From an optimization exercise on the open Yosys and OpenROAD flow, aimed at small area and a short achievable clock period; shortcuts taken in it are not production practice.
Only simulation tests tie the RTL to the original design; equivalence was not proved.
Power figures rest on the tool's default switching activity, not on a simulated workload.

==> inputs of build 41 <==
==> flow/design.v (excerpt) <==
module cam_dma_top #(
   parameter int TRANSFER_LEN = 1920,
   parameter int CLK_RATE     = 999
) (
   input  logic                   mipi_pclk,
   input  logic                   rst_n,
   input  logic                   cam_vsync,
   input  logic                   pix_valid,
   input  cam_dma_pkg::rgb_pair_t pix_data,
   input  logic                   trigger_capture_frame,
   input  logic                   continuous_capture_frame,
   input  logic                   rgb_gray,
   input  logic                   cam_dma_init_done,
   input  logic                   cam_dma_wready,
   output logic                   cam_dma_wvalid,
   output logic                   cam_dma_wlast,
   output cam_dma_pkg::dma_word_t cam_dma_wdata,
   output logic                   debug_fifo_overflow,
   output logic                   debug_fifo_underflow,
   output logic [31:0]            debug_fifo_wcount,
   output logic [31:0]            debug_fifo_rcount,
   output logic [2:0]             debug_dma_status,
   output logic [31:0]            frames_per_second
);
==> flow/config.mk <==
export PLATFORM = sky130hd
export DESIGN_NAME = cam_dma_top
export DESIGN_NICKNAME = cam_dma_top
export VERILOG_FILES = /design/flow/design.v
export SDC_FILE = /design/flow/constraint.sdc
export NUM_CORES = 4
export LEC_CHECK = 0
export CAP_MARGIN = 20
export CORE_MARGIN = 2
export CORE_UTILIZATION = 55
export CTS_CLUSTER_DIAMETER = 100
export CTS_CLUSTER_SIZE = 25
export SETUP_SLACK_MARGIN = 3.0
export SLEW_MARGIN = 20
==> flow/constraint.sdc <==
create_clock -name core_clock -period 5.5 [get_ports {mipi_pclk}]
set_input_delay 1.1000 -clock core_clock [delete_from_list [all_inputs] [get_ports {mipi_pclk}]]
set_output_delay 1.1000 -clock core_clock [all_outputs]
set_load 0.01 [all_outputs]
standard.sh (not shown) runs the stock make flow with config.mk's settings and CLKGATE_MAP_FILE= SYNTH_SCRIPT=/design/flow/synth_recipe.tcl, a recipe that flattens the netlist after the stock synthesis.
==> flow/flow/run.sh <==
#!/bin/bash
# The standard layout (the standard.sh), with three changes:
#  - synthesis leaves adders to abc instead of mapping them to full/half
#    adder cells (ADDER_MAP_FILE empty); registers are mapped as before,
#  - the port buffers are buf_4 instead of the default choice (a delay cell),
#  - timing repair may swap a cell for one of another footprint.
set -uo pipefail
bash standard.sh \
  ADDER_MAP_FILE= \
  "BUFFER_PORTS_ARGS=-buffer_cell sky130_fd_sc_hd__buf_4" \
  MATCH_CELL_FOOTPRINT=0 \
  finish > flow_make.log 2>&1
==> trial 94 (differences from build 41) <==
--- a/flow/design.v
+++ b/flow/design.v
@@ -83,13 +83,11 @@
    input  logic                  pix_valid,
    input  cam_dma_pkg::rgb_pair_t pix_data,
    input  logic                  capture_frame,
    input  logic                  gray_mode,
    output logic                  wr_en,
-   output cam_dma_pkg::rgb_pair_t wdata,
-   output cam_dma_pkg::rgb_pair_t wdata_gray,
-   output cam_dma_pkg::rgb_pair_t wdata_raw
+   output cam_dma_pkg::rgb_pair_t wdata
 );
    logic [CS_W-1:0]        pix_r0;
    logic [CS_W-1:0]        pix_r1;
    logic                   gray_r;
    cam_dma_pkg::rgb_pair_t gray_pair;
@@ -358,48 +356,41 @@
       end else begin
          wr_en <= pix_valid && capture_frame;
       end
    end
    always_ff @(posedge mipi_pclk) begin
-      pix_r0 <= pack_of(pix_data[3*8-1:0], gray_mode);
-      pix_r1 <= pack_of(pix_data[6*8-1:3*8], gray_mode);
-      gray_r <= gray_mode;
+      if (pix_valid) begin
+         pix_r0 <= pack_of(pix_data[3*8-1:0], gray_mode);
+         pix_r1 <= pack_of(pix_data[6*8-1:3*8], gray_mode);
+         gray_r <= gray_mode;
+      end
    end
    logic [8-1:0] gray0;
    logic [8-1:0] gray1;
    assign gray0     = luma_fin(pix_r0);
    assign gray1     = luma_fin(pix_r1);
    assign gray_pair = {gray1, gray1, gray1, gray0, gray0, gray0};
-   assign wdata_gray = gray_pair;
-   assign wdata_raw  = {pix_r1[3*8-1:0], pix_r0[3*8-1:0]};
-   assign wdata      = gray_r ? wdata_gray : wdata_raw;
+   assign wdata     = gray_r ? gray_pair : {pix_r1[3*8-1:0], pix_r0[3*8-1:0]};
 endmodule
 module cam_dma_fifo #(
    parameter int DEPTH = 64
 ) (
    input  logic                   mipi_pclk,
    input  logic                   rst_n,
    input  logic                   wr_en,
    input  cam_dma_pkg::rgb_pair_t wdata,
-   input  cam_dma_pkg::rgb_pair_t wdata_gray,  
-   input  cam_dma_pkg::rgb_pair_t wdata_raw,   
-   input  logic                   gray_nx,     
    input  logic                   rd_en,
    output cam_dma_pkg::rgb_pair_t rdata,
    output logic                   empty,
    output logic                   empty_nx,
    output logic                   full
 );
    localparam int AW = $clog2(DEPTH);
    localparam int SD = DEPTH - 1;
    cam_dma_pkg::rgb_pair_t                  head;
    logic [SD-1:0][2*3*8-1:0] sreg;
-   logic [SD-1:0]                           rd_sel;    
-   logic [SD-1:0]                           rd_sel_hi;  
-   logic                                    sel_gray;  
-   logic                                    sel_raw;   
-   logic                                    ge2_nx;
+   logic [DEPTH-1:0]                        rd_sel;    
    cam_dma_pkg::rgb_pair_t                  rd_word;
    logic                                    ge2;       
    logic                                    cnt_one;   
    logic                                    cnt_two;   
    logic                                    cnt_top;   
@@ -412,19 +403,18 @@
       if (do_wr) begin
          sreg <= {sreg[SD-2:0], wdata};
       end
    end
    always_comb begin
-      rd_word = ({(2*3*8){sel_gray}} & wdata_gray) |
-                ({(2*3*8){sel_raw}} & wdata_raw);
+      rd_word = '0;
       for (int i = 0; i < SD; i++) begin
-         rd_word = rd_word | ({{(3*8){rd_sel_hi[i]}}, {(3*8){rd_sel[i]}}} & sreg[i]);
+         rd_word = rd_word | ({(2*3*8){rd_sel[i]}} & sreg[i]);
       end
    end
    always_ff @(posedge mipi_pclk) begin
       if (do_rd || empty) begin
-         head <= rd_word;
+         head <= ge2 ? rd_word : wdata;
       end
    end
    always_comb begin
       if (do_wr && !do_rd) begin
          empty_nx = 1'b0;
@@ -432,53 +422,33 @@
          empty_nx = cnt_one;
       end else begin
          empty_nx = empty;
       end
    end
-   always_comb begin
-      if (do_wr && !do_rd) begin
-         ge2_nx = ge2 || cnt_one;
-      end else if (!do_wr && do_rd) begin
-         ge2_nx = ge2 && !cnt_two;
-      end else begin
-         ge2_nx = ge2;
-      end
-   end
-   always_ff @(posedge mipi_pclk) begin
-      if (!rst_n) begin
-         sel_gray <= 1'b0;
-         sel_raw  <= 1'b1;
-      end else begin
-         sel_gray <= !ge2_nx && gray_nx;
-         sel_raw  <= !ge2_nx && !gray_nx;
-      end
-   end
    always_ff @(posedge mipi_pclk) begin
       if (!rst_n) begin
-         rd_sel    <= '0;
-         rd_sel_hi <= '0;
+         rd_sel  <= DEPTH'(1) << (DEPTH - 2);
          empty   <= 1'b1;
          cnt_one <= 1'b0;
          cnt_two <= 1'b0;
          ge2     <= 1'b0;
          cnt_top <= 1'b0;
          full    <= 1'b0;
       end else begin
          empty <= empty_nx;
-         ge2   <= ge2_nx;
          if (do_wr && !do_rd) begin
-            rd_sel    <= {rd_sel[SD-2:0], cnt_one};
-            rd_sel_hi <= {rd_sel_hi[SD-2:0], cnt_one};
+            rd_sel  <= {rd_sel[DEPTH-2:0], rd_sel[DEPTH-1]};
             cnt_one <= empty;
             cnt_two <= cnt_one;
+            ge2     <= ge2 || cnt_one;
             cnt_top <= rd_sel[DEPTH-4];
             full    <= cnt_top;
          end else if (!do_wr && do_rd) begin
-            rd_sel    <= {1'b0, rd_sel[SD-1:1]};
-            rd_sel_hi <= {1'b0, rd_sel_hi[SD-1:1]};
+            rd_sel  <= {rd_sel[0], rd_sel[DEPTH-1:1]};
             cnt_one <= cnt_two;
             cnt_two <= rd_sel[1];
+            ge2     <= ge2 && !cnt_two;
             cnt_top <= full;
             full    <= 1'b0;
          end
       end
    end
@@ -647,12 +617,10 @@
    logic                   capture_frame;
    logic                   gray_mode;
    logic                   frame_start;
    logic                   fifo_wr;
    cam_dma_pkg::rgb_pair_t fifo_wdata;
-   cam_dma_pkg::rgb_pair_t fifo_wdata_gray;
-   cam_dma_pkg::rgb_pair_t fifo_wdata_raw;
    logic                   fifo_rd;
    cam_dma_pkg::rgb_pair_t fifo_rdata;
    logic                   fifo_empty;
    logic                   fifo_empty_nx;
    logic                   fifo_full;
@@ -675,22 +643,17 @@
       .pix_valid     (pix_valid),
       .pix_data      (pix_data),
       .capture_frame (capture_frame),
       .gray_mode     (gray_mode),
       .wr_en         (fifo_wr),
-      .wdata         (fifo_wdata),
-      .wdata_gray    (fifo_wdata_gray),
-      .wdata_raw     (fifo_wdata_raw)
+      .wdata         (fifo_wdata)
    );
    cam_dma_fifo cam_dma_fifo_inst (
       .mipi_pclk (mipi_pclk),
       .rst_n     (rst_n),
       .wr_en     (fifo_wr),
       .wdata     (fifo_wdata),
-      .wdata_gray (fifo_wdata_gray),
-      .wdata_raw (fifo_wdata_raw),
-      .gray_nx   (gray_mode),
       .rd_en     (fifo_rd),
       .rdata     (fifo_rdata),
       .empty     (fifo_empty),
       .empty_nx  (fifo_empty_nx),
       .full      (fifo_full)
==> flow/flow/run.sh (replaced) <==
#!/bin/bash
# The standard layout (the standard.sh, which also runs the standard
# synthesis unchanged), with two changes to the resizer:
#  - the port buffers are buf_4 instead of the default choice (a delay cell),
#  - timing repair may swap a cell for one of another footprint.
set -uo pipefail
bash standard.sh \
  "BUFFER_PORTS_ARGS=-buffer_cell sky130_fd_sc_hd__buf_4" \
  MATCH_CELL_FOOTPRINT=0 \
  finish > flow_make.log 2>&1
SETUP_SLACK_MARGIN = 2.5   (was 3.0)
==> comparison table <==
Outcome: build 41 timing/DRC/antenna clean; trial 94 timing/DRC/antenna clean
Count of clock tree sinks: build 41 3393; trial 94 3330
CTS-repair resized insts: build 41 506; trial 94 102
Post-route total power: build 41 45240 uW; trial 94 44710 uW
Number of clock buffer instances in the layout: build 41 209; trial 94 188
Count of cells along the worst hold path: build 41 2; trial 94 1
Sequential element share of the synthesized area: build 41 0.7770; trial 94 0.7772
Core ar.: build 41 0.2297 sq mm; trial 94 0.2277 sq mm
Worst setup slack after layout: build 41 2.651 ns; trial 94 2.356 ns
Power dissipated in the clock network: build 41 13400 uW; trial 94 13300 uW
Share of synthesized cell area in full adder, half adder and majority cells: build 41 0.005261; trial 94 0.02092
Gp weighted congestion: build 41 0.9160; trial 94 0.8926
Per-instance average area after synthesis: build 41 16.58 sq um; trial 94 17.18 sq um
Die boundary width: build 41 484.5 um; trial 94 483.0 um
Synthesized-area fraction occupied by ao, oa, aoi and oai cells: build 41 0.1268; trial 94 0.1174
Setup slack on the worst flop-to-flop path: build 41 2.67 ns; trial 94 2.36 ns
Leak Pwr: build 41 0.04119 uW; trial 94 0.04108 uW
Tapcells inserted: build 41 3026; trial 94 3009
Global-route track usage on met3: build 41 0.1172; trial 94 0.09048
Sum of met2 wire segment lengths after detailed routing: build 41 183700 um; trial 94 196200 um
Flip-flop and latch share of the layout cell area: build 41 0.7101; trial 94 0.7147
Total sequential power: build 41 28600 uW; trial 94 28300 uW
Reg-to-reg startpoint: build 41 cam_dma_fifo_inst.rd_sel[1]; trial 94 cam_dma_fifo_inst.rd_sel[52]
Vert. Die Dim: build 41 484.5 um; trial 94 483.0 um
Max-Slew Margin vs Limit: build 41 0.2977; trial 94 0.2056
Path class of the lowest-slack min-delay path: build 41 input port to flop; trial 94 flop to flop
WL met3: build 41 74540 um; trial 94 61590 um

what the ideal ports hide:
How much do the figures lean on ideal ports? The routed layouts below were timed once more, with nothing changed but the port constraints.
Step 1, drivers: a clkbuf_16 drives mipi_pclk and a buf_2 each remaining input, both assumed.
Step 2, shift: input delay + t, output delay - t, t = (earliest + latest rising clock arrival at the registers) / 2. This alone moves slack from input paths to output paths.
a / b / c = no drivers / after step 1 / after step 2; a / b = the first two.
| run | t (ns) | slack for setup (ns) | clock arrival spread, ns |
|---|---|---|---|
| build 41 | 0.968 | 2.651 / 2.560 / 2.159 | 0.043 / 0.043 |
| trial 94 | 0.939 | 2.356 / 2.356 / 1.493 | 0.035 / 0.035 |
After both steps every run listed still meets setup and hold. For trial 94, which loses most, drivers alone change the setup slack by 0.000 ns; drivers and shift together by -0.863 ns.
